From an optimization exercise on the open Yosys and OpenROAD flow, aimed at small area and a short achievable clock period; shortcuts taken in it are not production practice. The RTL was checked by simulation tests, not by an equivalence proof against the original design.

===== flow/flow/run.sh =====
#!/bin/bash
set -euo pipefail
export BUFFER_PORTS_ARGS="-buffer_cell sky130_fd_sc_hd__buf_1"
export CTS_ARGS='-sink_clustering_enable -repair_clock_nets -buf_list {sky130_fd_sc_hd__clkbuf_8 sky130_fd_sc_hd__clkbuf_16} -dont_use_dummy_load'
bash standard.sh > standard.log 2>&1

===== flow/standard.sh =====
#!/bin/bash
# synth_recipe.tcl (not shown) runs the flow's synth.tcl, then flattens the netlist and writes it again
# the make line also repeats each setting of config.mk as NAME=value (left out here)
make -C /OpenROAD-flow-scripts/flow DESIGN_CONFIG=/design/flow/config.mk WORK_HOME=/design/flow/orfs CLKGATE_MAP_FILE= SYNTH_SCRIPT=/design/flow/synth_recipe.tcl "${@:-finish}"

===== flow/config.mk =====
export PLATFORM = sky130hd
export DESIGN_NAME = mdu_param
export DESIGN_NICKNAME = mdu_param
export VERILOG_FILES = /design/flow/design.v
export SDC_FILE = /design/flow/constraint.sdc
export NUM_CORES = 4
export LEC_CHECK = 0
export ABC_AREA = 1
export CAP_MARGIN = 20
export CORE_MARGIN = 2
export CORE_UTILIZATION = 40
export SLEW_MARGIN = 60

===== flow/constraint.sdc =====
create_clock -name core_clock -period 90.0 [get_ports {clk}]
set_input_delay 18.0000 -clock core_clock [delete_from_list [all_inputs] [get_ports {clk}]]
set_output_delay 18.0000 -clock core_clock [all_outputs]
set_load 0.01 [all_outputs]

===== flow/design.v =====
module mdu_param #(
    parameter int WIDTH       = 32,
    parameter int MULT_CYCLES = 5,
    parameter int DIV_CYCLES  = 10
) (
    input  logic             clk,
    input  logic             reset,
    input  logic             req,
    input  logic [WIDTH-1:0] in_a,
    input  logic [WIDTH-1:0] in_b,
    input  logic [3:0]       MDUOp,
    input  logic             start,
    output logic [WIDTH-1:0] data_hi,
    output logic [WIDTH-1:0] data_lo,
    output logic             busy
);
    localparam int UW = 36;    
    localparam int NU = 4;     
    localparam logic [3:0] OP_MULT  = 4'd1;
    localparam logic [3:0] OP_MULTU = 4'd2;
    localparam logic [3:0] OP_DIV   = 4'd3;
    localparam logic [3:0] OP_DIVU  = 4'd4;
    localparam logic [3:0] OP_MTHI  = 4'd7;
    localparam logic [3:0] OP_MTLO  = 4'd8;
    localparam logic [3:0] OP_MADD  = 4'd9;
    localparam logic [3:0] OP_MADDU = 4'd10;
    localparam logic [3:0] OP_MSUB  = 4'd11;
    localparam logic [3:0] OP_MSUBU = 4'd12;
    logic [31:0]   hi_q, lo_q;
    logic [3:0]    cnt_q;
    logic          busy_q;
    logic          div_q;      
    logic          sgn_q;      
    logic          msub_q;     
    logic          accum_q;    
    logic          nega_q;     
    logic          negq_q;     
    logic          negb_q;     
    logic [33:0]   a_q;        
    logic [31:0]   q_q;        
    logic          qm1_q;      
    logic [34:0]   acc_q;      
    logic          zero0_q;    
    assign data_hi = hi_q;
    assign data_lo = lo_q;
    assign busy    = busy_q;
    logic op_long, op_div, op_sgn, op_msub, op_accum;
    always_comb begin
        op_long  = 1'b0;
        op_div   = 1'b0;
        op_sgn   = 1'b0;
        op_msub  = 1'b0;
        op_accum = 1'b0;
        case (MDUOp)
            OP_MULT:  begin op_long = 1'b1; op_sgn = 1'b1; end
            OP_MULTU: begin op_long = 1'b1; end
            OP_DIV:   begin op_long = 1'b1; op_div = 1'b1; op_sgn = 1'b1; end
            OP_DIVU:  begin op_long = 1'b1; op_div = 1'b1; end
            OP_MADD:  begin op_long = 1'b1; op_sgn = 1'b1; op_accum = 1'b1; end
            OP_MADDU: begin op_long = 1'b1; op_accum = 1'b1; end
            OP_MSUB:  begin op_long = 1'b1; op_sgn = 1'b1; op_accum = 1'b1; op_msub = 1'b1; end
            OP_MSUBU: begin op_long = 1'b1; op_accum = 1'b1; op_msub = 1'b1; end
            default:  ;
        endcase
    end
    logic accept;
    assign accept = start & op_long & ~busy_q & ~req;
    logic d_first_q;    
    logic d_step_q;     
    logic d_last_q;     
    logic m_last_q;     
    logic negctl_q;     
    logic last;
    logic d_first, d_step, d_last, m_last;
    assign d_first = d_first_q;
    assign d_step  = d_step_q;
    assign d_last  = d_last_q;
    assign m_last  = m_last_q;
    assign last    = d_last_q | m_last_q;
    logic        negctl;
    logic [31:0] q_neg;
    logic [31:0] q_or;      
    assign negctl = negctl_q;
    always_comb begin
        q_or[0] = 1'b0;
        for (int i = 1; i < 32; i++) q_or[i] = q_or[i-1] | q_q[i-1];
    end
    assign q_neg = q_q ^ ({32{negctl}} & q_or);
    function automatic logic [UW-1:0] add_pp(input logic [UW-1:0] x, input logic [UW-1:0] y,
                                            input logic ci);
        logic [UW:0] g, p, gn, pn;
        logic [UW-1:0] h;
        g[0] = ci;
        p[0] = 1'b0;
        for (int i = 0; i < UW; i++) begin
            g[i+1] = x[i] & y[i];
            p[i+1] = x[i] ^ y[i];
            h[i]   = x[i] ^ y[i];
        end
        for (int d = 1; d <= UW; d = d * 2) begin
            gn = g;
            pn = p;
            for (int k = 0; k <= UW; k++) begin
                if ((k & d) != 0) begin
                    gn[k] = g[k] | (p[k] & g[(k / d) * d - 1]);
                    pn[k] = p[k] & p[(k / d) * d - 1];
                end
            end
            g = gn;
            p = pn;
        end
        for (int i = 0; i < UW; i++) add_pp[i] = h[i] ^ g[i];
    endfunction
    logic [UW-1:0] ux   [NU];
    logic [UW-1:0] uy   [NU];
    logic          ucin [NU];
    logic [UW-1:0] us   [NU];
    logic          uacc [NU];    
    logic [32:0]   urem [NU];    
    logic          b_one [NU], b_two [NU], b_neg [NU], b_hi [NU];
    always_comb begin
        for (int k = 0; k < NU; k++) begin
            logic b1, b0, bm;
            b1 = q_q[2*k+1];
            b0 = q_q[2*k];
            bm = (k == 0) ? qm1_q : q_q[2*k-1];
            if (k == 0 && m_last) begin
                b1 = sgn_q & qm1_q;
                b0 = sgn_q & qm1_q;
            end
            b_one[k] = b0 ^ bm;
            b_two[k] = (b1 & ~b0 & ~bm) | (~b1 & b0 & bm);
            b_neg[k] = b1 ^ msub_q;
            b_hi[k]  = 1'b0;
            if (m_last && k != 0) begin
                b_one[k] = 1'b0;
                b_two[k] = 1'b0;
                b_neg[k] = 1'b0;
                b_hi[k]  = (k == 1) & accum_q;
            end
            if (div_q) begin
                b_one[k] = ~d_last | ((k == 0) & (acc_q[34] ^ nega_q));
                b_two[k] = 1'b0;
                b_neg[k] = d_first ? ~negb_q : (d_last & (k == 0) & acc_q[34] & ~nega_q);
            end
        end
    end
    always_comb begin
        for (int k = 0; k < NU; k++) begin
            if (k == 0) begin
                if (d_step)
                    ux[k] = {{(UW-34){acc_q[32]}}, acc_q[32:0], q_q[31] ^ nega_q};
                else
                    ux[k] = zero0_q ? '0 : {{(UW-35){acc_q[34]}}, acc_q};
            end else begin
                if (d_step)
                    ux[k] = {{(UW-34){urem[k-1][32]}}, urem[k-1], q_q[31-k] ^ nega_q};
                else
                    ux[k] = {{2{us[k-1][UW-1]}}, us[k-1][UW-1:2]};
            end
            if (d_step)
                ucin[k] = (k == 0) ? acc_q[34] : us[k-1][UW-1];
            else
                ucin[k] = b_neg[k] | ((k == 0) & d_last & nega_q);
            for (int i = 0; i < UW; i++) begin
                logic a1, a2;
                a1 = a_q[(i > 33) ? 33 : i];
                a2 = (i == 0) ? 1'b0 : a_q[(i - 1 > 33) ? 33 : i - 1];
                uy[k][i] = ((b_one[k] & a1) | (b_two[k] & a2)) ^ (d_step ? ucin[k] : b_neg[k]);
                if (i < 30) uy[k][i] = uy[k][i] | (b_hi[k] & hi_q[i+2]);
            end
            us[k] = add_pp(ux[k], uy[k], ucin[k]);
            if (k != 0) us[k][UW-1] = us[k][UW-2];
            uacc[k] = us[k][UW-1] ^ ~nega_q;
            urem[k] = us[k][32:0];
        end
    end
    logic        commit;
    logic        bzero;
    assign bzero  = (a_q == 34'd0);
    assign commit = last & ~(div_q & bzero);
    logic wr_hi, wr_lo;
    assign wr_hi = ~busy_q & ~req & (MDUOp == OP_MTHI);
    assign wr_lo = ~busy_q & ~req & (MDUOp == OP_MTLO);
    always_ff @(posedge clk) begin
        if (reset) begin
            cnt_q     <= 4'd0;
            busy_q    <= 1'b0;
            d_first_q <= 1'b0;
            d_step_q  <= 1'b0;
            d_last_q  <= 1'b0;
            m_last_q  <= 1'b0;
        end else begin
            d_first_q <= accept & op_div;
            d_step_q  <= busy_q & div_q & (cnt_q >= 4'd3);
            d_last_q  <= busy_q & div_q & (cnt_q == 4'd2);
            m_last_q  <= busy_q & ~div_q & (cnt_q == 4'd2);
            if (busy_q) begin
                cnt_q  <= cnt_q - 4'd1;
                busy_q <= (cnt_q != 4'd1);
            end else if (accept) begin
                cnt_q  <= op_div ? 4'd10 : 4'd5;
                busy_q <= 1'b1;
            end
        end
    end
    logic        hi_en, lo_en;
    logic [31:0] hi_nx, lo_nx;
    assign hi_en = reset | wr_hi | commit;
    assign lo_en = reset | wr_lo | commit;
    logic [31:0] in_a_z;
    logic        take_r;
    assign in_a_z = in_a & {32{~reset}};
    assign take_r = busy_q & ~reset;
    assign hi_nx  = take_r ? {us[1][29:0], us[0][1:0]} : in_a_z;
    assign lo_nx  = take_r ? q_neg : in_a_z;
    always_ff @(posedge clk) begin
        if (hi_en) hi_q <= hi_nx;
        if (lo_en) lo_q <= lo_nx;
    end
    always_ff @(posedge clk) begin
        if (~busy_q) begin
            div_q    <= ~MDUOp[3] & (MDUOp[2] | (MDUOp[1] & MDUOp[0]));
            sgn_q    <= MDUOp[0];
            msub_q   <= MDUOp[3] & (MDUOp[2] | (MDUOp[1] & MDUOp[0]));
            accum_q  <= MDUOp[3];
            nega_q   <= (MDUOp == OP_DIV) & in_a[31];
            negb_q   <= (MDUOp == OP_DIV) & in_b[31];
            negq_q   <= (MDUOp == OP_DIV) & (in_a[31] ^ in_b[31]);
            negctl_q <= (MDUOp == OP_DIV) & in_a[31];
            a_q      <= {{2{MDUOp[0] & in_b[31]}}, in_b};
            q_q      <= in_a;
            qm1_q    <= 1'b0;
            acc_q    <= {1'b0, hi_q[1:0], lo_q};
            zero0_q  <= ~MDUOp[3];
        end else begin
            negctl_q <= negq_q;
            zero0_q  <= 1'b0;
            if (div_q) begin
                if (d_first) begin
                    a_q   <= us[0][33:0];
                    q_q   <= q_neg;
                    acc_q <= {35{nega_q}};
                end else begin
                    q_q   <= {q_q[27:0], uacc[0], uacc[1], uacc[2], uacc[3]};
                    acc_q <= {{2{urem[3][32]}}, urem[3]};
                end
            end else begin
                q_q   <= {us[3][1:0], us[2][1:0], us[1][1:0], us[0][1:0], q_q[31:8]};
                qm1_q <= q_q[7];
                acc_q <= {us[3][UW-1], us[3][UW-1:2]};
            end
        end
    end
endmodule

==> flow_metrics.py, run 1 <==
metrics = {
    "layout": {
        "area_delta_synth_final_pct": 9.458,
        "num-nets-final": 2773,
        "layout-drive-gt1-share_pct": 5.319,
        "finalCoreUtilization_pct": 44.13,
        "fin_area_sq_um": 19900,
        "nFillCells": 4723,
        "instances_no_fill": 3139,
    },
    "logic_synthesis": {
        "synth.yosys.seq_area_share_pct": 26.10,
        "yosysTopAreaCellShare_pct": 17.51,
        "synthFlopType": "edfxtp_1",
        "ys_ff_latch": 184,
        "ys_types": 57,
        "synthArstFlopShare_pct": 0,
        "syn_nets": 2706,
        "yosysTopAreaCell": "edfxtp_1",
        "netlist_top_cells_count": "486 x nand2_1, 291 x inv_1, 246 x o21ai_0",
        "netlist_instances": 2473,
        "synthTopCellsByArea": "edfxtp_1 18%, nand2_1 10%, ha_1 9.4%",
        "synth-edff-count": 106,
        "synth.avg_cell_area_sq_um": 7.350,
        "syn_area_sq_um": 18180,
        "yosysMostFrequentCell": "nand2_1",
        "yosysWarnings": 11,
    },
    "clocking": {
        "numCtsBuffers": 17,
        "post_cts_buffers": 0,
        "htreeDepth": 4,
        "clk_latency_ps": 500,
        "cts.path.max_buffers": 2,
        "hold_buffers": 0,
        "cts.repair.resized": 0,
        "cts-root-buf": "clkbuf_16",
        "cts_tree": "done",
        "numClockSinks": 184,
        "clk_pin_slew_ps": 80,
    },
    "worst_setup_path": {
        "cp.required_ps": 90220,
        "r2r_start": "d_first_q$_SDFF_PP0_",
        "worst_path_max_delay_cell": "buf_4",
        "worstPathArrival_ps": 19560,
        "start_kind": "input pin",
        "rr_endpoint": "acc_q[32]$_DFF_P_",
        "worstPathCellList": "buf_2, nor2_1, inv_1, buf_4, o21ai_0",
        "slowest_delay_ps": 450,
        "path_class": "in -> reg",
        "cp-end-kind": "flop",
        "reg2reg_depth": 86,
        "r2r_slack_ps": 75330,
        "critPathMaxFanout": 44,
    },
    "timing": {
        "rsz0062_at_grt": "no",
        "tightest_slew_ps": 688.8,
        "fin_skew_ps": 29.67,
        "drv_slew": 0,
        "post-route-min-period_ps": 19350,
        "setup_tns_ps": 0,
        "hold_violations": 0,
        "clock.fmax_ghz": 0.05169,
        "relSlewSlack_pct": 53.92,
        "period_share_pct": 21.50,
        "setup_viol": 0,
    },
    "place": {
        "place_area_sq_um": 19450,
        "globalplace.congestion": 0.9535,
        "dp.cells": 3120,
        "dp_hpwl_mm": 54.51,
        "io_buffers": 136,
    },
    "global_routing": {
        "grt_pass1_vias": 17660,
        "grt.overflow.total": 0,
        "antenna_found_initial": 3,
        "grt_max_degree": 74,
        "grt_pass1_wl_mm": 107.0,
        "grt_usage_pct": 30.11,
    },
    "hold_path": {
        "min_to": "negctl_q$_DFF_P_",
        "worstHoldStart": "negq_q$_DFFE_PN_",
        "hp-class": "reg -> reg",
        "hold_depth": 2,
    },
    "routing": {
        "via_per_inst": 5.873,
        "wl_per_cell_um": 22.70,
        "postRouteAntennaNets": 0,
        "initialDrtViolationCount": 1904,
        "vias": 18430,
        "finalWirelength_mm": 71.25,
        "first_pass_iters": 7,
        "drc": 0,
    },
    "floorplanning": {
        "die-area_sq_um": 47160,
        "placementRows": 78,
        "core_sq_um": 45090,
        "die_w_um": 217.2,
        "start_util_pct": 40.31,
        "fp.dieH_um": 217.2,
        "ios": 137,
    },
    "flow_run": {
        "drv_cap": 0,
    },
    "status": {
        "status": "complete, no violations",
    },
}
==> flip-flops by register name, indices dropped and copies added, names as in the netlist, 4 cells and up <==
| name | count |
|---|---|
| a_q | 34 |
| cnt_q | 4 |
| lo_q | 32 |
| hi_q | 32 |
| acc_q | 35 |
| q_q | 32 |
==> per-stage QoR <==
| step | worst slack [ps] | hold WS (ps) |
|---|---|---|
| 5_1_grt | 70550 | 528.1 |
| 3_3_place_gp | 69960 | 470.0 |
| 4_1_cts | 70680 | 500.3 |
| 3_5_place_dp | 70160 | 480.6 |
| 6_report | 70650 | 496.2 |
| 2_1_floorplan | 68010 | 421.5 |
==> cell type report <==
class | instances | area, sq um | area share [%]
antenna | 1 | 2.502 | 0.01258
clock buffer | 17 | 425.4 | 2.138
inverter | 298 | 1136 | 5.710
multi-input combinational | 1873 | 12060 | 60.63
sequential | 184 | 4748 | 23.87
tap | 600 | 750.7 | 3.773
timing repair buffer | 166 | 769.5 | 3.868
==> cell families after synthesis <==
logic type	after synthesis	synth area share, %
adder cells (fa/ha/maj)	161	12.07
AND/OR/NAND/NOR	771	17.99
flip-flops	184	26.10
AO/OA/AOI/OAI	656	21.28
XOR/XNOR	266	12.82
multiplexers	19	1.046
buffers and inverters	416	8.694
==> per-layer routing <==
metal	GRT usage, %	wire length [um]
met1	42.87	31510
met3	5.618	7305
met2	45.80	30350
met5	0	0
met4	9.772	2087
==> critical path, delay by kind of cell <==
family                 cells  cell delay (ps)
AOI/OAI and AO/OA          1              170
buffers and inverters      3             1170
and+or+nand+nor            1              200
==> layout by cell type (no fill, tap or decap), types with 11 or more instances in the layout <==
cell | netlist | routed
nand3_1 | 113 | 113
nor2_1 | 96 | 91
xor2_1 | 191 | 183
xnor2_1 | 75 | 69
ha_1 | 137 | 137
a21o_1 | 21 | 21
nand2_1 | 486 | 485
dfxtp_1 | 78 | 77
o21ai_0 | 246 | 245
mux2i_1 | 19 | 19
clkbuf_16 | 0 | 17
edfxtp_1 | 106 | 106
nand2_2 | 11 | 12
fa_1 | 24 | 24
nor3_1 | 16 | 16
a221oi_1 | 26 | 26
o21bai_1 | 12 | 12
a22o_1 | 11 | 11
buf_1 | 16 | 135
o211ai_1 | 14 | 14
inv_1 | 291 | 286
a21oi_1 | 115 | 114
buf_4 | 3 | 22
o22ai_1 | 170 | 170
==> how the worst max path moves through the flow <==
stage                    endpoint  depth (start not counted)  slack [ps]   from
2_1_floorplan   hi_q[0]$_DFFE_PP_                          3       68010    req
6_report       hi_q[26]$_DFFE_PP_                          5       70650  reset
4_1_cts        hi_q[26]$_DFFE_PP_                          5       70680  reset
5_1_grt        lo_q[21]$_DFFE_PP_                          5       70550  reset
3_3_place_gp   hi_q[24]$_DFFE_PP_                          5       69960  reset
3_5_place_dp   hi_q[26]$_DFFE_PP_                          5       70160  reset
==> inputs of run 2 (changes only) <==
==> flow/flow/run.sh (replaced) <==
#!/bin/bash
set -euo pipefail
export BUFFER_PORTS_ARGS="-buffer_cell sky130_fd_sc_hd__buf_1"
export CTS_ARGS="-sink_clustering_enable -repair_clock_nets -buf_list sky130_fd_sc_hd__clkbuf_8 -sink_buffer_max_cap_derate 0.3 -dont_use_dummy_load"
bash standard.sh > standard.log 2>&1
==> flow_metrics.py, run 2 <==
metrics = {
    "place": {
        "place_area_sq_um": 19450,
        "dp.cells": 3120,
        "globalplace.congestion": 0.9535,
        "io_buffers": 136,
        "dp_hpwl_mm": 54.51,
    },
    "clocking": {
        "cts_tree": "done",
        "cts.path.max_buffers": 2,
        "numCtsBuffers": 17,
        "post_cts_buffers": 0,
        "clk_latency_ps": 590,
        "hold_buffers": 0,
        "cts.repair.resized": 0,
        "cts-root-buf": "clkbuf_8",
        "htreeDepth": 4,
        "clk_pin_slew_ps": 120,
        "numClockSinks": 184,
    },
    "timing": {
        "hold_violations": 0,
        "setup_viol": 0,
        "rsz0062_at_grt": "no",
        "drv_slew": 0,
        "setup_tns_ps": 0,
        "period_share_pct": 21.51,
        "fin_skew_ps": 55.69,
        "clock.fmax_ghz": 0.05166,
        "post-route-min-period_ps": 19360,
        "relSlewSlack_pct": 55.96,
        "tightest_slew_ps": 658.3,
    },
    "logic_synthesis": {
        "netlist_top_cells_count": "486 x nand2_1, 291 x inv_1, 246 x o21ai_0",
        "synth-edff-count": 106,
        "synthArstFlopShare_pct": 0,
        "netlist_instances": 2473,
        "yosysTopAreaCellShare_pct": 17.51,
        "synth.avg_cell_area_sq_um": 7.350,
        "yosysWarnings": 11,
        "synth.yosys.seq_area_share_pct": 26.10,
        "syn_nets": 2706,
        "synthFlopType": "edfxtp_1",
        "yosysMostFrequentCell": "nand2_1",
        "syn_area_sq_um": 18180,
        "ys_ff_latch": 184,
        "ys_types": 57,
        "synthTopCellsByArea": "edfxtp_1 18%, nand2_1 10%, ha_1 9.4%",
        "yosysTopAreaCell": "edfxtp_1",
    },
    "worst_setup_path": {
        "cp.required_ps": 72000,
        "worst_path_max_delay_cell": "edfxtp_1",
        "path_buf_inv": 1,
        "critPathMaxFanout": 2,
        "worstPathCellList": "buf_1",
        "cp_top_family": "flip-flops",
        "worstPathArrival_ps": 1360,
        "cp-end-kind": "output pin",
        "start_kind": "flop",
        "slowest_delay_ps": 570,
        "path_class": "reg -> out",
    },
    "layout": {
        "num-nets-final": 2773,
        "final_common_cell": "nand2_1",
        "fin_area_sq_um": 19710,
        "layout_common_cells": "485 x nand2_1, 286 x inv_1, 245 x o21ai_0",
        "layout-drive-gt1-share_pct": 5.319,
        "reg.largest.list": "acc_q x35, a_q x34",
        "instances_no_fill": 3142,
        "regMostFlops": "acc_q",
        "largest_reg_flops": 35,
        "area_delta_synth_final_pct": 8.446,
    },
    "routing": {
        "finalWirelength_mm": 71.48,
        "postRouteAntennaNets": 0,
        "first_pass_iters": 8,
        "wl_per_cell_um": 22.75,
        "vias": 18430,
        "drc": 0,
        "initialDrtViolationCount": 1988,
        "via_per_inst": 5.864,
    },
    "global_routing": {
        "grt_pass1_wl_mm": 106.9,
        "antenna_found_initial": 4,
        "grt_usage_pct": 30.14,
        "grt_max_degree": 74,
        "grt_pass1_vias": 17640,
        "grt.overflow.total": 0,
    },
    "floorplanning": {
        "ios": 137,
        "start_util_pct": 40.31,
        "die_w_um": 217.2,
        "core_sq_um": 45090,
        "die-area_sq_um": 47160,
        "fp.dieH_um": 217.2,
        "placementRows": 78,
    },
    "status": {
        "status": "complete, no violations",
    },
    "hold_path": {
        "hp-class": "reg -> reg",
    },
    "flow_run": {
        "drv_cap": 0,
    },
}
run 2: cell counts after synthesis:
No cell type changed its count.
run 2: layer usage:
metal	wire (um)	share of wire, %	GRT usage [%]	vias to the layer above
met5	0	0	0	-
met4	2419	3.4	10.39	0
met3	7429	10	5.828	122
met2	30240	42	45.68	890
met1	31390	44	42.70	8848
li1	-	-	-	8566
run 2: path summary, 6_finish.rpt:
kind	end	slack [ps]	cells past startpoint	start
max	data_hi[10]	70640	1	hi_q[10]$_DFFE_PP_
min	negctl_q$_DFF_P_	510	2	negq_q$_DFFE_PN_
max reg2reg	acc_q[32]$_DFF_P_	75240	86	d_first_q$_SDFF_PP0_
min reg2reg	negctl_q$_DFF_P_	510	2	negq_q$_DFFE_PN_
run 2: logic make-up after synthesis:
| kind of cell | count (synthesis) | synth area share [%] |
|---|---|---|
| buffers and inverters | 416 | 8.694 |
| xor gates and xnor gates | 266 | 12.82 |
| adders and majority gates | 161 | 12.07 |
| DFF | 184 | 26.10 |
| and+or+nand+nor | 771 | 17.99 |
| muxes | 19 | 1.046 |
| AOI/OAI and AO/OA | 656 | 21.28 |
run 2: layout make-up:
class                           instances  area (sq um)
Multi-Input combinational cell       1873         12060
Antenna cell                            4         10.01
Inverter                              298          1136
Timing Repair Buffer                  166         769.5
Tap cell                              600         750.7
Clock buffer                           17         234.0
Sequential cell                       184          4748
Fill cell                            4747         25380
run 2: through the flow:
step / util (%) / setup WS, ps / hold slack (ps)
after detailed placement: 43.14 / 70160 / 480.6
after CTS: 43.66 / 70610 / 506.0
after global placement: 42.74 / 69960 / 470.0
final: 43.72 / 70640 / 505.1
after global routing: 43.70 / 70610 / 522.4
after floorplan: - / 68010 / 421.5
==> inputs of run 3 (changes only) <==
==> flow/flow/run.sh (replaced) <==
#!/bin/bash
set -euo pipefail
export BUFFER_PORTS_ARGS="-buffer_cell sky130_fd_sc_hd__buf_1"
export CTS_ARGS='-sink_clustering_enable -repair_clock_nets -buf_list sky130_fd_sc_hd__clkbuf_16 -tree_buf sky130_fd_sc_hd__clkbuf_8 -dont_use_dummy_load'
bash standard.sh > standard.log 2>&1
==> flow_metrics.py, run 3 <==
metrics = {
    "routing": {
        "via_per_inst": 5.865,
        "drc": 0,
        "vias": 18420,
        "postRouteAntennaNets": 0,
        "wl_met1_mm": 31.63,
        "wl_met3_mm": 7.268,
        "finalWirelength_mm": 71.48,
        "initialDrtViolationCount": 1999,
        "first_pass_iters": 5,
        "wl_per_cell_um": 22.76,
        "highest_layer": "met4",
        "dr_wl_met2_mm": 30.36,
    },
    "worst_setup_path": {
        "reg2reg_depth": 86,
        "path_class": "in -> reg",
        "cp.required_ps": 90180,
        "worstPathArrival_ps": 19580,
        "critPathMaxFanout": 44,
        "rr_endpoint": "acc_q[32]$_DFF_P_",
        "cp-end-kind": "flop",
        "r2r_start": "d_first_q$_SDFF_PP0_",
        "start_kind": "input pin",
        "r2r_slack_ps": 75270,
    },
    "logic_synthesis": {
        "ys_ff_latch": 184,
        "yosysWarnings": 11,
        "ys_types": 57,
        "synthTopCellsByArea": "edfxtp_1 18%, nand2_1 10%, ha_1 9.4%",
        "synth_top_family_by_area": "compound AO/OA/AOI/OAI gates",
        "synthFlopType": "edfxtp_1",
        "synth-edff-count": 106,
        "synth.avg_cell_area_sq_um": 7.350,
        "synth_fa_ha_area_share_pct": 12.07,
        "synth-xor-area-share_pct": 12.82,
        "synthArstFlopShare_pct": 0,
        "syn_area_sq_um": 18180,
        "yosysTopAreaCell": "edfxtp_1",
        "synth_mux_area_share_pct": 1.046,
        "netlist_top_cells_count": "486 x nand2_1, 291 x inv_1, 246 x o21ai_0",
        "yosysTopAreaCellShare_pct": 17.51,
        "synth.yosys.seq_area_share_pct": 26.10,
        "syn_nets": 2706,
        "synth-compound-area-share_pct": 21.28,
        "yosys.area_share.simple_pct": 17.99,
        "netlist_instances": 2473,
        "yosysMostFrequentCell": "nand2_1",
    },
    "hold_path": {
        "hold_depth": 2,
        "worstHoldStart": "negq_q$_DFFE_PN_",
        "min_to": "negctl_q$_DFF_P_",
        "hp-class": "reg -> reg",
    },
    "floorplanning": {
        "core_sq_um": 45090,
        "die-area_sq_um": 47160,
        "start_util_pct": 40.31,
        "placementRows": 78,
        "fp.dieH_um": 217.2,
        "die_w_um": 217.2,
        "ios": 137,
    },
    "clocking": {
        "hold_buffers": 0,
        "cts.repair.resized": 0,
        "clk_latency_ps": 480,
        "clk_pin_slew_ps": 120,
        "numCtsBuffers": 17,
        "numClockSinks": 184,
        "post_cts_buffers": 0,
        "cts_tree": "done",
        "htreeDepth": 4,
        "cts-root-buf": "clkbuf_16",
        "cts.path.max_buffers": 2,
    },
    "layout": {
        "largest_reg_flops": 35,
        "reg.largest.list": "acc_q x35, a_q x34",
        "layout_common_cells": "485 x nand2_1, 286 x inv_1, 245 x o21ai_0",
        "area_delta_synth_final_pct": 8.495,
        "final_common_cell": "nand2_1",
        "num-nets-final": 2773,
        "instances_no_fill": 3141,
        "layout-drive-gt1-share_pct": 5.319,
        "nFillCells": 4743,
        "finalCoreUtilization_pct": 43.74,
        "regMostFlops": "acc_q",
    },
    "global_routing": {
        "grt_pass1_vias": 17640,
        "grt_pass1_wl_mm": 106.9,
        "grt_usage_pct": 30.14,
        "grt_max_degree": 74,
        "grt.overflow.total": 0,
        "antenna_found_initial": 4,
    },
    "timing": {
        "relSlewSlack_pct": 55.96,
        "setup_tns_ps": 0,
        "drv_slew": 0,
        "fin_ws_ps": 70600,
        "rsz0062_at_grt": "no",
        "setup_viol": 0,
        "post-route-min-period_ps": 19400,
        "clock.fmax_ghz": 0.05154,
        "period_share_pct": 21.56,
        "hold_violations": 0,
        "fin_skew_ps": 54.83,
        "tightest_slew_ps": 658.3,
    },
    "place": {
        "dp.cells": 3120,
        "globalplace.congestion": 0.9535,
        "dp_hpwl_mm": 54.51,
        "post-place-ws_ps": 70160,
        "io_buffers": 136,
    },
    "status": {
        "status": "complete, no violations",
    },
    "flow_run": {
        "drv_cap": 0,
    },
}
[run 3: changes by cell type in the layout (fill, tap and decap cells not counted), sizes merged]
| cell | before | now |
|---|---|---|
| diode | 4 | 3 |
[run 3: critical path: stages]
cell	delay (ps)
buf_2	270
nor2_1	200
inv_1	440
buf_4	460
o21ai_0	180
[run 3: metrics by stage]
stage	hold WS (ps)	cell area [sq um]
floorplan	421.5	18180
global placement	470.0	19270
detailed placement	480.6	19450
CTS	505.6	19700
global route	522.1	19720
finish	503.5	19720
[run 3: layout make-up]
type,instances,area (sq um),area share [%]
Timing Repair Buffer,166,769.5,3.902
Inverter,298,1136,5.761
Clock buffer,17,245.2,1.244
Tap cell,600,750.7,3.807
Multi-Input combinational cell,1873,12060,61.17
Sequential cell,184,4748,24.08
Antenna cell,3,7.507,0.03807
[run 3: metal layers]
layer | up-vias | global-route usage (%)
li1 | 8564 | -
met1 | 8854 | 42.70
met2 | 895 | 45.68
met3 | 108 | 5.828
met4 | 0 | 10.39
met5 | - | 0
[run 3: worst max path at each step]
| stage | start | to | slack (ps) | depth (start not counted) |
|---|---|---|---|---|
| finish | reset | hi_q[26]$_DFFE_PP_ | 70600 | 5 |
| detailed placement | reset | hi_q[26]$_DFFE_PP_ | 70160 | 5 |
| CTS | reset | hi_q[26]$_DFFE_PP_ | 70650 | 5 |
| floorplan | req | hi_q[0]$_DFFE_PP_ | 68010 | 3 |
| global placement | reset | hi_q[24]$_DFFE_PP_ | 69960 | 5 |
| global route | reset | lo_q[18]$_DFFE_PP_ | 70520 | 5 |
[run 3: cells by family after synthesis]
family	Yosys count
buffers and inverters	416
adder cells (fa/ha/maj)	161
AO/OA/AOI/OAI	656
AND/OR/NAND/NOR	771
flip-flops	184
XOR/XNOR	266
multiplexers	19
==> inputs of run 4 (changes only) <==
==> flow/flow/run.sh (replaced) <==
#!/bin/bash
set -euo pipefail
export BUFFER_PORTS_ARGS="-buffer_cell sky130_fd_sc_hd__buf_1"
export CTS_ARGS='-sink_clustering_enable -repair_clock_nets -buf_list sky130_fd_sc_hd__clkbuf_8 -tree_buf sky130_fd_sc_hd__clkbuf_16 -dont_use_dummy_load'
bash standard.sh > standard.log 2>&1
==> flow_metrics.py, run 4 <==
metrics = {
    "global_routing": {
        "grt_pass1_vias": 17660,
        "grt_pass1_wl_mm": 107.0,
        "grt_max_degree": 74,
        "antenna_found_initial": 3,
        "grt_usage_pct": 30.11,
        "grt.overflow.total": 0,
    },
    "logic_synthesis": {
        "yosysMostFrequentCell": "nand2_1",
        "netlist_top_cells_count": "486 x nand2_1, 291 x inv_1, 246 x o21ai_0",
        "yosysTopAreaCellShare_pct": 17.51,
        "netlist_instances": 2473,
        "syn_area_sq_um": 18180,
        "yosysTopAreaCell": "edfxtp_1",
        "synthArstFlopShare_pct": 0,
        "yosysWarnings": 11,
        "synthTopCellsByArea": "edfxtp_1 18%, nand2_1 10%, ha_1 9.4%",
        "synth-edff-count": 106,
        "syn_nets": 2706,
        "ys_ff_latch": 184,
        "synth.yosys.seq_area_share_pct": 26.10,
        "synth.avg_cell_area_sq_um": 7.350,
        "ys_types": 57,
        "synthFlopType": "edfxtp_1",
    },
    "hold_path": {
        "hold_depth": 2,
        "min_to": "negctl_q$_DFF_P_",
        "hp-class": "reg -> reg",
        "worstHoldStart": "negq_q$_DFFE_PN_",
    },
    "layout": {
        "regMostFlops": "acc_q",
        "final_common_cell": "nand2_1",
        "largest_reg_flops": 35,
        "layout_common_cells": "485 x nand2_1, 286 x inv_1, 245 x o21ai_0",
        "layout-drive-gt1-share_pct": 5.319,
        "num-nets-final": 2773,
        "reg.largest.list": "acc_q x35, a_q x34",
        "area_delta_synth_final_pct": 9.410,
    },
    "clocking": {
        "clk_pin_slew_ps": 90,
        "cts_tree": "done",
        "numClockSinks": 184,
        "cts.repair.resized": 0,
        "clk_latency_ps": 640,
        "numCtsBuffers": 17,
        "htreeDepth": 4,
        "post_cts_buffers": 0,
        "cts.path.max_buffers": 2,
        "cts-root-buf": "clkbuf_8",
        "hold_buffers": 0,
    },
    "place": {
        "io_buffers": 136,
        "globalplace.congestion": 0.9535,
        "dp_hpwl_mm": 54.51,
    },
    "timing": {
        "fin_skew_ps": 30.89,
        "rsz0062_at_grt": "no",
        "post-route-min-period_ps": 19410,
        "hold_violations": 0,
        "hold_ws_ps": 494.9,
        "period_share_pct": 21.56,
        "setup_viol": 0,
        "relSlewSlack_pct": 52.17,
        "tightest_slew_ps": 715.1,
        "setup_tns_ps": 0,
        "drv_slew": 0,
        "clock.fmax_ghz": 0.05153,
    },
    "routing": {
        "first_pass_iters": 6,
        "wl_per_cell_um": 22.67,
        "vias": 18400,
        "drc": 0,
        "finalWirelength_mm": 71.18,
        "initialDrtViolationCount": 1903,
        "via_per_inst": 5.860,
        "postRouteAntennaNets": 0,
    },
    "floorplanning": {
        "placementRows": 78,
        "core_sq_um": 45090,
        "start_util_pct": 40.31,
        "die-area_sq_um": 47160,
        "die_w_um": 217.2,
        "ios": 137,
        "fp.dieH_um": 217.2,
    },
    "status": {
        "status": "complete, no violations",
    },
    "worst_setup_path": {
        "path_class": "reg -> out",
        "critPathMaxFanout": 2,
        "rr_endpoint": "acc_q[32]$_DFF_P_",
        "cp-end-kind": "output pin",
        "worstPathArrival_ps": 1410,
        "start_kind": "flop",
        "cp_top_family": "flip-flops",
        "r2r_slack_ps": 75340,
        "reg2reg_depth": 86,
        "r2r_start": "d_first_q$_SDFF_PP0_",
        "worstPathCellList": "buf_1",
        "cp.required_ps": 72000,
        "path_buf_inv": 1,
        "slowest_delay_ps": 560,
        "worst_path_max_delay_cell": "edfxtp_1",
    },
    "flow_run": {
        "drv_cap": 0,
    },
}
-- run 4: logic make-up after synthesis --
logic type      count (synthesis)  synth area share [%]
buf+inv                       416                 8.694
compound gates                656                 21.28
simple gates                  771                 17.99
flops                         184                 26.10
mux                            19                 1.046
xor+xnor                      266                 12.82
fa+ha+maj                     161                 12.07
-- run 4: layout make-up --
class | instances | area [sq um]
flip-flops and latches | 184 | 4748
clock buffers | 17 | 414.1
well taps | 600 | 750.7
repair buffers | 166 | 769.5
multi-input cells | 1873 | 12060
inverters | 298 | 1136
diodes | 2 | 5.005
fillers | 4727 | 25200
-- run 4: worst max path at each step --
stage	startpoint	to	slack, ps	depth (start not counted)
floorplan	req	hi_q[0]$_DFFE_PP_	68010	3
detailed placement	reset	hi_q[26]$_DFFE_PP_	70160	5
global route	hi_q[18]$_DFFE_PP_	data_hi[18]	70560	1
global placement	reset	hi_q[24]$_DFFE_PP_	69960	5
finish	hi_q[10]$_DFFE_PP_	data_hi[10]	70590	1
CTS	hi_q[9]$_DFFE_PP_	data_hi[9]	70560	1
-- run 4: stage by stage --
stage	area, sq um	cells	util [%]	setup WS (ps)
after floorplan	18180	2473	-	68010
after global placement	19270	3120	42.74	69960
after detailed placement	19450	3120	43.14	70160
after CTS	19870	3137	44.06	70560
after global routing	19880	3138	44.09	70560
final	19890	3140	44.11	70590
-- run 4: layer usage --
metal  part of all wire (%)  global-route usage [%]  up-vias
li1                       -                       -     8569
met1                     44                   42.87     8791
met2                     42                   45.80      910
met3                     10                   5.618      129
met4                    3.1                   9.772        0
met5                      0                       0        -
==> inputs of run 5 (changes only) <==
--- a/flow/config.mk
+++ b/flow/config.mk
@@ -9,4 +9,4 @@
 export CAP_MARGIN = 20
 export CORE_MARGIN = 2
 export CORE_UTILIZATION = 40
-export SLEW_MARGIN = 60
+export SLEW_MARGIN = 45
==> flow_metrics.py, run 5 <==
metrics = {
    "logic_synthesis": {
        "yosysTopAreaCellShare_pct": 17.51,
        "ys_types": 57,
        "yosysTopAreaCell": "edfxtp_1",
        "synth.yosys.seq_area_share_pct": 26.10,
        "netlist_top_cells_count": "486 x nand2_1, 291 x inv_1, 246 x o21ai_0",
        "yosysMostFrequentCell": "nand2_1",
        "synthFlopType": "edfxtp_1",
        "netlist_instances": 2473,
        "syn_area_sq_um": 18180,
        "yosysWarnings": 11,
        "syn_nets": 2706,
        "ys_ff_latch": 184,
        "synthTopCellsByArea": "edfxtp_1 18%, nand2_1 10%, ha_1 9.4%",
        "synthArstFlopShare_pct": 0,
        "synth-edff-count": 106,
        "synth.avg_cell_area_sq_um": 7.350,
    },
    "layout": {
        "nFillCells": 4692,
        "instances_no_fill": 3139,
        "layout-drive-gt1-share_pct": 4.493,
        "area_delta_synth_final_pct": 8.426,
        "reg.largest.list": "acc_q x35, a_q x34",
        "layout_common_cells": "485 x nand2_1, 286 x inv_1, 245 x o21ai_0",
        "fin_area_sq_um": 19710,
        "multi_input_area_sq_um": 11930,
        "regMostFlops": "acc_q",
        "seq_area_sq_um": 4748,
        "final_common_cell": "nand2_1",
        "largest_reg_flops": 35,
        "num-nets-final": 2772,
    },
    "timing": {
        "setup_tns_ps": 0,
        "relSlewSlack_pct": 43.58,
        "period_share_pct": 21.73,
        "rsz0062_at_grt": "no",
        "post-route-min-period_ps": 19560,
        "fin_skew_ps": 39.72,
        "clock.fmax_ghz": 0.05113,
        "tightest_slew_ps": 843.5,
        "setup_viol": 0,
        "hold_ws_ps": 503.2,
        "hold_violations": 0,
        "drv_slew": 0,
    },
    "global_routing": {
        "antenna_found_initial": 4,
        "grt_pass1_vias": 17930,
        "grt_usage_pct": 30.31,
        "grt_pass1_wl_mm": 107.5,
        "grt.overflow.total": 0,
        "grt_max_degree": 74,
    },
    "clocking": {
        "clk_latency_ps": 640,
        "post_cts_buffers": 0,
        "cts.path.max_buffers": 2,
        "cts-root-buf": "clkbuf_8",
        "hold_buffers": 0,
        "cts.repair.resized": 0,
        "numClockSinks": 184,
        "clk_pin_slew_ps": 80,
        "htreeDepth": 4,
        "cts_tree": "done",
        "numCtsBuffers": 17,
    },
    "status": {
        "status": "complete, no violations",
    },
    "routing": {
        "postRouteAntennaNets": 0,
        "finalWirelength_mm": 71.22,
        "initialDrtViolationCount": 1937,
        "via_per_inst": 5.859,
        "vias": 18390,
        "wl_per_cell_um": 22.69,
        "first_pass_iters": 5,
        "drc": 0,
    },
    "worst_setup_path": {
        "r2r_start": "d_first_q$_SDFF_PP0_",
        "worst_path_max_delay_cell": "buf_1",
        "rr_endpoint": "acc_q[32]$_DFF_P_",
        "cp.required_ps": 90350,
        "critPathMaxFanout": 44,
        "r2r_slack_ps": 74540,
        "cp-end-kind": "flop",
        "path_class": "in -> reg",
        "start_kind": "input pin",
        "critical_path.startpoint": "reset",
        "reg2reg_depth": 86,
        "critical_path.endpoint": "hi_q[26]$_DFFE_PP_",
        "worstPathArrival_ps": 19910,
        "slowest_delay_ps": 510,
        "worstPathCellList": "buf_1, nor2_1, inv_1, buf_4, o21ai_0",
    },
    "floorplanning": {
        "ios": 137,
        "die-area_sq_um": 47160,
        "start_util_pct": 40.31,
        "core_sq_um": 45090,
        "fp.dieH_um": 217.2,
        "die_w_um": 217.2,
        "placementRows": 78,
    },
    "hold_path": {
        "hp-class": "reg -> reg",
    },
    "place": {
        "place_area_sq_um": 19280,
        "globalplace.congestion": 0.9535,
        "io_buffers": 136,
        "dp_hpwl_mm": 54.35,
        "dp.cells": 3120,
    },
    "flow_run": {
        "drv_cap": 0,
    },
}
==> run 5: cell families after synthesis <==
logic type                 count (synthesis)  synth area share (%)
and+or+nand+nor                          771                 17.99
xor gates and xnor gates                 266                 12.82
DFF                                      184                 26.10
buffers and inverters                    416                 8.694
muxes                                     19                 1.046
adders and majority gates                161                 12.07
AOI/OAI and AO/OA                        656                 21.28
==> run 5: per-layer routing <==
metal	up-vias	routed length [um]	global-route usage, %
met4	0	2949	13.20
li1	8587	-	-
met1	8733	31160	42.14
met5	-	0	0
met2	923	29620	44.98
met3	147	7502	6.667
==> run 5: layout make-up <==
class / count / area share [%]
Sequential cell: 184 / 24.09
Multi-Input combinational cell: 1873 / 60.54
Inverter: 298 / 5.720
Antenna cell: 2 / 0.02540
Tap cell: 600 / 3.809
Clock buffer: 17 / 2.101
Timing Repair Buffer: 165 / 3.714
==> run 5: worst min path at each step <==
stage,start,to,cells after the start
final,negq_q$_DFFE_PN_,negctl_q$_DFF_P_,2
after global routing,hi_q[1]$_DFFE_PP_,acc_q[33]$_DFF_P_,2
after CTS,q_q[19]$_DFF_P_,q_q[23]$_DFF_P_,2
after detailed placement,negq_q$_DFFE_PN_,negctl_q$_DFF_P_,2
after global placement,negq_q$_DFFE_PN_,negctl_q$_DFF_P_,2
after floorplan,negq_q$_DFFE_PN_,negctl_q$_DFF_P_,2
==> run 5: per-stage QoR <==
stage	utilization [%]	setup slack, ps
after detailed placement	42.77	69810
after floorplan	-	68010
after global routing	43.70	70270
after CTS	43.69	70490
after global placement	42.74	69960
final	43.71	70440
==> run 5: critical path: cells and delay by family <==
kind,cells,cell delay [ps]
AO/OA/AOI/OAI,1,170
buffers and inverters,3,1420
AND/OR/NAND/NOR,1,290
==> inputs of run 6 (changes only) <==
==> flow/run.sh (new file) <==
#!/bin/bash
# synth_recipe.tcl (not shown) runs the flow's synth.tcl, then flattens the netlist and writes it again
# the make line also repeats each setting of config.mk as NAME=value (left out here)
make -C /OpenROAD-flow-scripts/flow DESIGN_CONFIG=/design/flow/config.mk WORK_HOME=/design/flow/orfs CLKGATE_MAP_FILE= SYNTH_SCRIPT=/design/flow/synth_recipe.tcl finish
--- a/flow/config.mk
+++ b/flow/config.mk
@@ -9,4 +9,5 @@
 export CAP_MARGIN = 20
 export CORE_MARGIN = 2
 export CORE_UTILIZATION = 40
-export SLEW_MARGIN = 45
+export CTS_BUF_LIST = sky130_fd_sc_hd__clkbuf_8
+export SLEW_MARGIN = 60
removed: flow/flow/run.sh
removed: flow/standard.sh
==> flow_metrics.py, run 6 <==
metrics = {
    "worst_setup_path": {
        "path_class": "reg -> out",
        "critPathMaxFanout": 2,
        "r2r_start": "d_first_q$_SDFF_PP0_",
        "start_kind": "flop",
        "worst_path_max_delay_cell": "clkdlybuf4s50_1",
        "rr_endpoint": "acc_q[32]$_DFF_P_",
        "cp-end-kind": "output pin",
        "reg2reg_depth": 86,
        "cp_top_family": "buffers and inverters",
        "worstPathCellList": "clkdlybuf4s50_1",
        "path_buf_inv": 1,
        "r2r_slack_ps": 75360,
        "worstPathArrival_ps": 1720,
        "slowest_delay_ps": 600,
        "cp.required_ps": 72000,
    },
    "routing": {
        "initialDrtViolationCount": 1881,
        "finalWirelength_mm": 72.32,
        "vias": 18490,
        "postRouteAntennaNets": 0,
        "via_per_inst": 5.863,
        "drc": 0,
        "wl_per_cell_um": 22.93,
        "first_pass_iters": 6,
    },
    "place": {
        "post-place-ws_ps": 70210,
        "io_buffers": 136,
        "dp_hpwl_mm": 55.23,
        "globalplace.congestion": 0.9839,
    },
    "hold_path": {
        "min_to": "negctl_q$_DFF_P_",
        "hold_depth": 2,
        "hp-class": "reg -> reg",
        "worstHoldStart": "negq_q$_DFFE_PN_",
    },
    "timing": {
        "rsz0062_at_grt": "no",
        "hold_violations": 0,
        "clock.fmax_ghz": 0.05071,
        "setup_viol": 0,
        "post-route-min-period_ps": 19720,
        "fin_ws_ps": 70280,
        "drv_slew": 0,
        "fin_skew_ps": 28.73,
        "tightest_slew_ps": 632.9,
        "hold_ws_ps": 494.9,
        "period_share_pct": 21.91,
        "relSlewSlack_pct": 57.42,
        "setup_tns_ps": 0,
    },
    "logic_synthesis": {
        "netlist_top_cells_count": "486 x nand2_1, 291 x inv_1, 246 x o21ai_0",
        "yosysTopAreaCell": "edfxtp_1",
        "syn_nets": 2706,
        "ys_types": 57,
        "synthArstFlopShare_pct": 0,
        "yosysWarnings": 11,
        "synth-edff-count": 106,
        "ys_ff_latch": 184,
        "synth.yosys.seq_area_share_pct": 26.10,
        "yosysTopAreaCellShare_pct": 17.51,
        "netlist_instances": 2473,
        "yosysMostFrequentCell": "nand2_1",
        "syn_area_sq_um": 18180,
        "synthFlopType": "edfxtp_1",
        "synth.avg_cell_area_sq_um": 7.350,
        "synthTopCellsByArea": "edfxtp_1 18%, nand2_1 10%, ha_1 9.4%",
    },
    "clocking": {
        "cts-root-buf": "clkbuf_8",
        "cts.repair.resized": 0,
        "post_cts_buffers": 0,
        "clk_pin_slew_ps": 130,
        "numClockSinks": 184,
        "numCtsBuffers": 17,
        "cts.path.max_buffers": 2,
        "clk_latency_ps": 550,
        "cts_tree": "done",
        "htreeDepth": 4,
        "hold_buffers": 0,
    },
    "flow_run": {
        "drv_cap": 0,
    },
    "layout": {
        "regMostFlops": "acc_q",
        "final_common_cell": "nand2_1",
        "reg.largest.list": "acc_q x35, a_q x34",
        "layout_common_cells": "485 x nand2_1, 288 x inv_1, 245 x o21ai_0",
        "area_delta_synth_final_pct": 14.02,
        "largest_reg_flops": 35,
        "num-nets-final": 2771,
        "layout-drive-gt1-share_pct": 5.802,
        "nFillCells": 4618,
    },
    "floorplanning": {
        "placementRows": 78,
        "start_util_pct": 40.31,
        "fp.dieH_um": 217.2,
        "ios": 137,
        "die-area_sq_um": 47160,
        "core_sq_um": 45090,
        "die_w_um": 217.2,
    },
    "status": {
        "status": "complete, no violations",
    },
    "global_routing": {
        "grt_pass1_vias": 17820,
        "grt_max_degree": 73,
        "grt.overflow.total": 0,
        "grt_usage_pct": 30.47,
        "grt_pass1_wl_mm": 108.8,
        "antenna_found_initial": 6,
    },
}
==> run 6: cell counts after synthesis <==
Identical to the previous run, type by type.
==> run 6: cell type report <==
cell class / count / area [sq um] / share of cell area, %
Tap cell: 600 / 750.7 / 3.622
Antenna cell: 3 / 7.507 / 0.03622
Clock inverter: 14 / 126.4 / 0.6098
Inverter: 298 / 1136 / 5.482
Timing Repair Buffer: 164 / 1628 / 7.854
Multi-Input combinational cell: 1873 / 12080 / 58.29
Clock buffer: 18 / 247.7 / 1.195
Sequential cell: 184 / 4748 / 22.91
==> run 6: logic make-up (layout without fill, tap and decap cells) <==
group                    count (synthesis)  in the layout  share of synthesized area [%]
buffers and inverters                  416            494                          8.694
other                                    0              3                              0
XOR/XNOR                               266            266                          12.82
AO/OA/AOI/OAI                          656            656                          21.28
adder cells (fa/ha/maj)                161            161                          12.07
multiplexers                            19             19                          1.046
flip-flops                             184            184                          26.10
AND/OR/NAND/NOR                        771            771                          17.99
==> run 6: per-stage QoR <==
step	util, %	area, sq um	std cells
after floorplan	-	18180	2473
after global placement	44.57	20090	3116
after detailed placement	45.06	20320	3119
after CTS	45.89	20690	3151
after global routing	45.95	20720	3151
final	45.97	20720	3154
==> run 6: tightest hold or removal path, cell delays in order, from the launching register on <==
cell,delay [ps]
edfxtp_1,360
nand2_1,50
o21ai_0,60
==> run 6: worst max path at each step <==
stage,startpoint,to,slack [ps],cells past startpoint
final,hi_q[21]$_DFFE_PP_,data_hi[21],70280,1
after global routing,hi_q[10]$_DFFE_PP_,data_hi[10],70250,1
after CTS,hi_q[9]$_DFFE_PP_,data_hi[9],70270,1
after detailed placement,MDUOp[0],hi_q[25]$_DFFE_PP_,70210,4
after global placement,reset,hi_q[31]$_DFFE_PP_,69730,5
after floorplan,req,hi_q[0]$_DFFE_PP_,68010,3
==> run 6: layer usage <==
metal,vias to the layer above,global-route usage (%),wire length (um)
met2,864,46.60,30920
met5,-,0,40
met3,135,6.709,7096
li1,8601,-,-
met1,8887,42.18,31860
met4,6,10.78,2399
==> inputs of run 7 (changes only) <==
--- a/flow/design.v
+++ b/flow/design.v
@@ -204,19 +204,18 @@
             end
         end
     end
-    logic        hi_en, lo_en;
-    logic [31:0] hi_nx, lo_nx;
-    assign hi_en = reset | wr_hi | commit;
-    assign lo_en = reset | wr_lo | commit;
-    logic [31:0] in_a_z;
-    logic        take_r;
-    assign in_a_z = in_a & {32{~reset}};
-    assign take_r = busy_q & ~reset;
-    assign hi_nx  = take_r ? {us[1][29:0], us[0][1:0]} : in_a_z;
-    assign lo_nx  = take_r ? q_neg : in_a_z;
+    logic        ld_hi, ld_lo, ld_r, keep_hi, keep_lo;
+    logic [31:0] hi_d, lo_d;
+    assign ld_hi   = ~reset & wr_hi;
+    assign ld_lo   = ~reset & wr_lo;
+    assign ld_r    = ~reset & commit;
+    assign keep_hi = ~reset & ~wr_hi & ~commit;
+    assign keep_lo = ~reset & ~wr_lo & ~commit;
+    assign hi_d = ({32{ld_hi}} & in_a) | ({32{ld_r}} & {us[1][29:0], us[0][1:0]}) | ({32{keep_hi}} & hi_q);
+    assign lo_d = ({32{ld_lo}} & in_a) | ({32{ld_r}} & q_neg) | ({32{keep_lo}} & lo_q);
     always_ff @(posedge clk) begin
-        if (hi_en) hi_q <= hi_nx;
-        if (lo_en) lo_q <= lo_nx;
+        hi_q <= hi_d;
+        lo_q <= lo_d;
     end
     always_ff @(posedge clk) begin
         if (~busy_q) begin
==> flow/flow/run.sh (new file) <==
#!/bin/bash
set -euo pipefail
export BUFFER_PORTS_ARGS="-buffer_cell sky130_fd_sc_hd__buf_1"
export CTS_ARGS="-sink_clustering_enable -repair_clock_nets -buf_list sky130_fd_sc_hd__clkbuf_8 -sink_buffer_max_cap_derate 0.5 -dont_use_dummy_load"
bash standard.sh > standard.log 2>&1
==> flow/standard.sh (new file) <==
#!/bin/bash
# synth_recipe.tcl (not shown) runs the flow's synth.tcl, then flattens the netlist and writes it again
# the make line also repeats each setting of config.mk as NAME=value (left out here)
make -C /OpenROAD-flow-scripts/flow DESIGN_CONFIG=/design/flow/config.mk WORK_HOME=/design/flow/orfs CLKGATE_MAP_FILE= SYNTH_SCRIPT=/design/flow/synth_recipe.tcl "${@:-finish}"
--- a/flow/config.mk
+++ b/flow/config.mk
@@ -9,5 +9,4 @@
 export CAP_MARGIN = 20
 export CORE_MARGIN = 2
 export CORE_UTILIZATION = 40
-export CTS_BUF_LIST = sky130_fd_sc_hd__clkbuf_8
 export SLEW_MARGIN = 60
removed: flow/run.sh
==> flow_metrics.py, run 7 <==
metrics = {
    "clocking": {
        "numClockSinks": 184,
        "clk_pin_slew_ps": 90,
        "htreeDepth": 4,
        "post_cts_buffers": 0,
        "cts.repair.resized": 0,
        "cts.path.max_buffers": 2,
        "cts-root-buf": "clkbuf_8",
        "hold_buffers": 0,
        "cts_tree": "done",
        "numCtsBuffers": 17,
        "clk_latency_ps": 580,
    },
    "logic_synthesis": {
        "synthTopCellsByArea": "dfxtp_1 16%, nand2_1 12%, xor2_1 11%",
        "yosysTopAreaCell": "dfxtp_1",
        "ys_ff_latch": 184,
        "yosysWarnings": 11,
        "synth.avg_cell_area_sq_um": 7.014,
        "synth-edff-count": 42,
        "synthFlopType": "dfxtp_1",
        "synth.yosys.seq_area_share_pct": 22.83,
        "netlist_instances": 2563,
        "yosysMostFrequentCell": "nand2_1",
        "synthArstFlopShare_pct": 0,
        "yosysTopAreaCellShare_pct": 15.81,
        "ys_types": 53,
        "netlist_top_cells_count": "567 x nand2_1, 301 x inv_1, 227 x xor2_1",
        "syn_area_sq_um": 17980,
        "syn_nets": 2796,
    },
    "timing": {
        "drv_slew": 0,
        "clock.fmax_ghz": 0.05155,
        "post-route-min-period_ps": 19400,
        "setup_tns_ps": 0,
        "rsz0062_at_grt": "no",
        "relSlewSlack_pct": 57.76,
        "fin_skew_ps": 48.24,
        "setup_viol": 0,
        "hold_ws_ps": 473.6,
        "tightest_slew_ps": 632.9,
        "hold_violations": 0,
        "period_share_pct": 21.56,
    },
    "routing": {
        "wl_per_cell_um": 22.34,
        "first_pass_iters": 6,
        "via_per_inst": 5.836,
        "postRouteAntennaNets": 0,
        "finalWirelength_mm": 71.95,
        "vias": 18790,
        "drc": 0,
        "initialDrtViolationCount": 1950,
    },
    "global_routing": {
        "grt_pass1_wl_mm": 108.4,
        "grt_usage_pct": 30.53,
        "grt_max_degree": 82,
        "grt.overflow.total": 0,
        "antenna_found_initial": 0,
        "grt_pass1_vias": 18120,
    },
    "flow_run": {
        "drv_cap": 0,
    },
    "layout": {
        "layout_common_cells": "565 x nand2_1, 294 x inv_1, 227 x xor2_1",
        "area_delta_synth_final_pct": 7.816,
        "regMostFlops": "acc_q",
        "largest_reg_flops": 35,
        "final_common_cell": "nand2_1",
        "layout-drive-gt1-share_pct": 4.414,
        "num-nets-final": 2863,
        "antenna-diode-count": 0,
        "fin_area_sq_um": 19380,
        "reg.largest.list": "acc_q x35, a_q x34",
    },
    "status": {
        "status": "complete, no violations",
    },
    "worst_setup_path": {
        "critPathMaxFanout": 32,
        "path_class": "in -> reg",
        "r2r_start": "d_first_q$_SDFF_PP0_",
        "slowest_delay_ps": 490,
        "cp_top_family": "buffers and inverters",
        "cp-end-kind": "flop",
        "worstPathArrival_ps": 19810,
        "worst_path_max_delay_cell": "buf_4",
        "path_buf_inv": 4,
        "cp.required_ps": 90410,
        "r2r_slack_ps": 75050,
        "cp_common_cell": "buf_4",
        "critical_path.startpoint": "reset",
        "rr_endpoint": "acc_q[32]$_DFF_P_",
        "start_kind": "input pin",
        "reg2reg_depth": 89,
        "worstPathCellList": "buf_1, nor2_2, buf_4, inv_1, buf_4, o221ai_1",
    },
    "place": {
        "io_buffers": 136,
        "globalplace.congestion": 0.9472,
        "place_area_sq_um": 19120,
        "dp_hpwl_mm": 54.47,
    },
    "floorplanning": {
        "ios": 137,
        "die_w_um": 216.0,
        "placementRows": 77,
        "die-area_sq_um": 46650,
        "fp.dieH_um": 216.0,
        "core_sq_um": 44320,
        "start_util_pct": 40.56,
    },
    "hold_path": {
        "hold_depth": 2,
        "hp-class": "reg -> reg",
        "min_to": "negctl_q$_DFF_P_",
        "worstHoldStart": "negq_q$_DFFE_PN_",
    },
}
==> run 7: cell count changes in the layout (fill, tap and decap cells not counted), moves of 8 or more <==
cell             before  now
nand2_1             485  565
clkinv_1              3   25
a22o_1               11    3
dfxtp_1              77  141
o21ai_0             245  200
o221ai_1              3   27
o211ai_1             14   56
nand3_1             112   87
clkdlybuf4s50_1     135    0
xor2_1              184  227
buf_1                 0  136
xnor2_1              68   41
edfxtp_1            106   42
==> run 7: worst min-delay path, stage by stage (launching register included) <==
cell and delay, ps:
edfxtp_1 340, nand2_1 50, nand2_1 60
==> run 7: worst max-delay path by stage <==
stage / to / slack [ps] / depth (start not counted)
floorplan: lo_q[10]$_DFF_P_ / 70710 / 6
global placement: lo_q[18]$_DFF_P_ / 70140 / 6
detailed placement: lo_q[17]$_DFF_P_ / 70090 / 6
CTS: data_hi[30] / 70700 / 1
global route: lo_q[17]$_DFF_P_ / 70530 / 6
finish: lo_q[17]$_DFF_P_ / 70600 / 6
==> run 7: layout make-up <==
cell class	instances	area, sq um
fill	4720	24940
multi-input combinational	1927	12250
sequential	184	4108
inverter	331	1254
timing repair buffer	169	797.0
tap	592	740.7
clock buffer	17	234.0
==> run 7: kinds of logic (layout without fill, tap and decap cells) <==
kind of cell    after synthesis  after routing  synth area share (%)
compound gates              668            668                 22.68
flops                       184            184                 22.83
fa+ha+maj                   161            161                 12.21
simple gates                811            811                 18.61
mux                          18             18                 1.002
xor+xnor                    269            269                 13.15
buf+inv                     452            517                 9.521
==> run 7: routing by layer <==
| layer | vias to the layer above | track usage (%) | part of all wire [%] |
|---|---|---|---|
| met3 | 137 | 6.723 | 9.5 |
| met4 | 0 | 12.60 | 3.7 |
| met2 | 903 | 46.73 | 43 |
| li1 | 8812 | - | - |
| met1 | 8941 | 41.49 | 44 |
| met5 | - | 0 | 0 |
==> run 7: stage by stage <==
stage / setup slack, ps / instances / utilization [%]
2_1_floorplan: 70710 / 2563 / -
3_3_place_gp: 70140 / 3201 / 42.96
3_5_place_dp: 70090 / 3203 / 43.15
4_1_cts: 70700 / 3220 / 43.68
5_1_grt: 70530 / 3220 / 43.74
6_report: 70600 / 3220 / 43.74

-- afterwards: timing with drivers on the ports --
In the flow no input, the clock included, has a driving cell. The finished layouts below were timed again as built, in two steps.
Step 1 (the two cells are an assumption about what drives the block):
set clk [get_ports {clk}]
set_driving_cell -lib_cell sky130_fd_sc_hd__clkbuf_16 $clk
set_driving_cell -lib_cell sky130_fd_sc_hd__buf_2 [delete_from_list [all_inputs] $clk]
Step 2 also shifts input and output timing later by t, the mid clock arrival at the registers, as if the neighbouring blocks saw the same clock.
Slacks: no drivers / after step 1 / after step 2; pairs: no drivers / after step 1.
| run | shift t [ns] | setup slack, ns | worst setup path after step 2 | clock arrival spread, ns | worst register clock-pin slew, ns |
|---|---|---|---|---|---|
| run 1 | 0.538 | 70.654 / 70.672 / 70.152 | input to register | 0.030 / 0.029 | 0.08 / 0.08 |
| run 2 | 0.615 | 70.642 / 70.587 / 70.134 | input to register | 0.056 / 0.055 | 0.12 / 0.12 |
| run 3 | 0.507 | 70.599 / 70.637 / 70.130 | input to register | 0.054 / 0.054 | 0.12 / 0.12 |
| run 4 | 0.674 | 70.593 / 70.539 / 70.157 | input to register | 0.031 / 0.031 | 0.09 / 0.09 |
| run 5 | 0.670 | 70.442 / 70.471 / 69.800 | input to register | 0.040 / 0.039 | 0.09 / 0.09 |
| run 6 | 0.595 | 70.280 / 70.223 / 70.196 | input to register | 0.029 / 0.029 | 0.13 / 0.13 |
| run 7 | 0.613 | 70.600 / 70.627 / 70.014 | input to register | 0.048 / 0.049 | 0.12 / 0.12 |
After both steps every run listed still meets setup and hold. The setup slack of run 5, which loses most, moves by +0.029 ns with the drivers and by -0.642 ns with both steps.
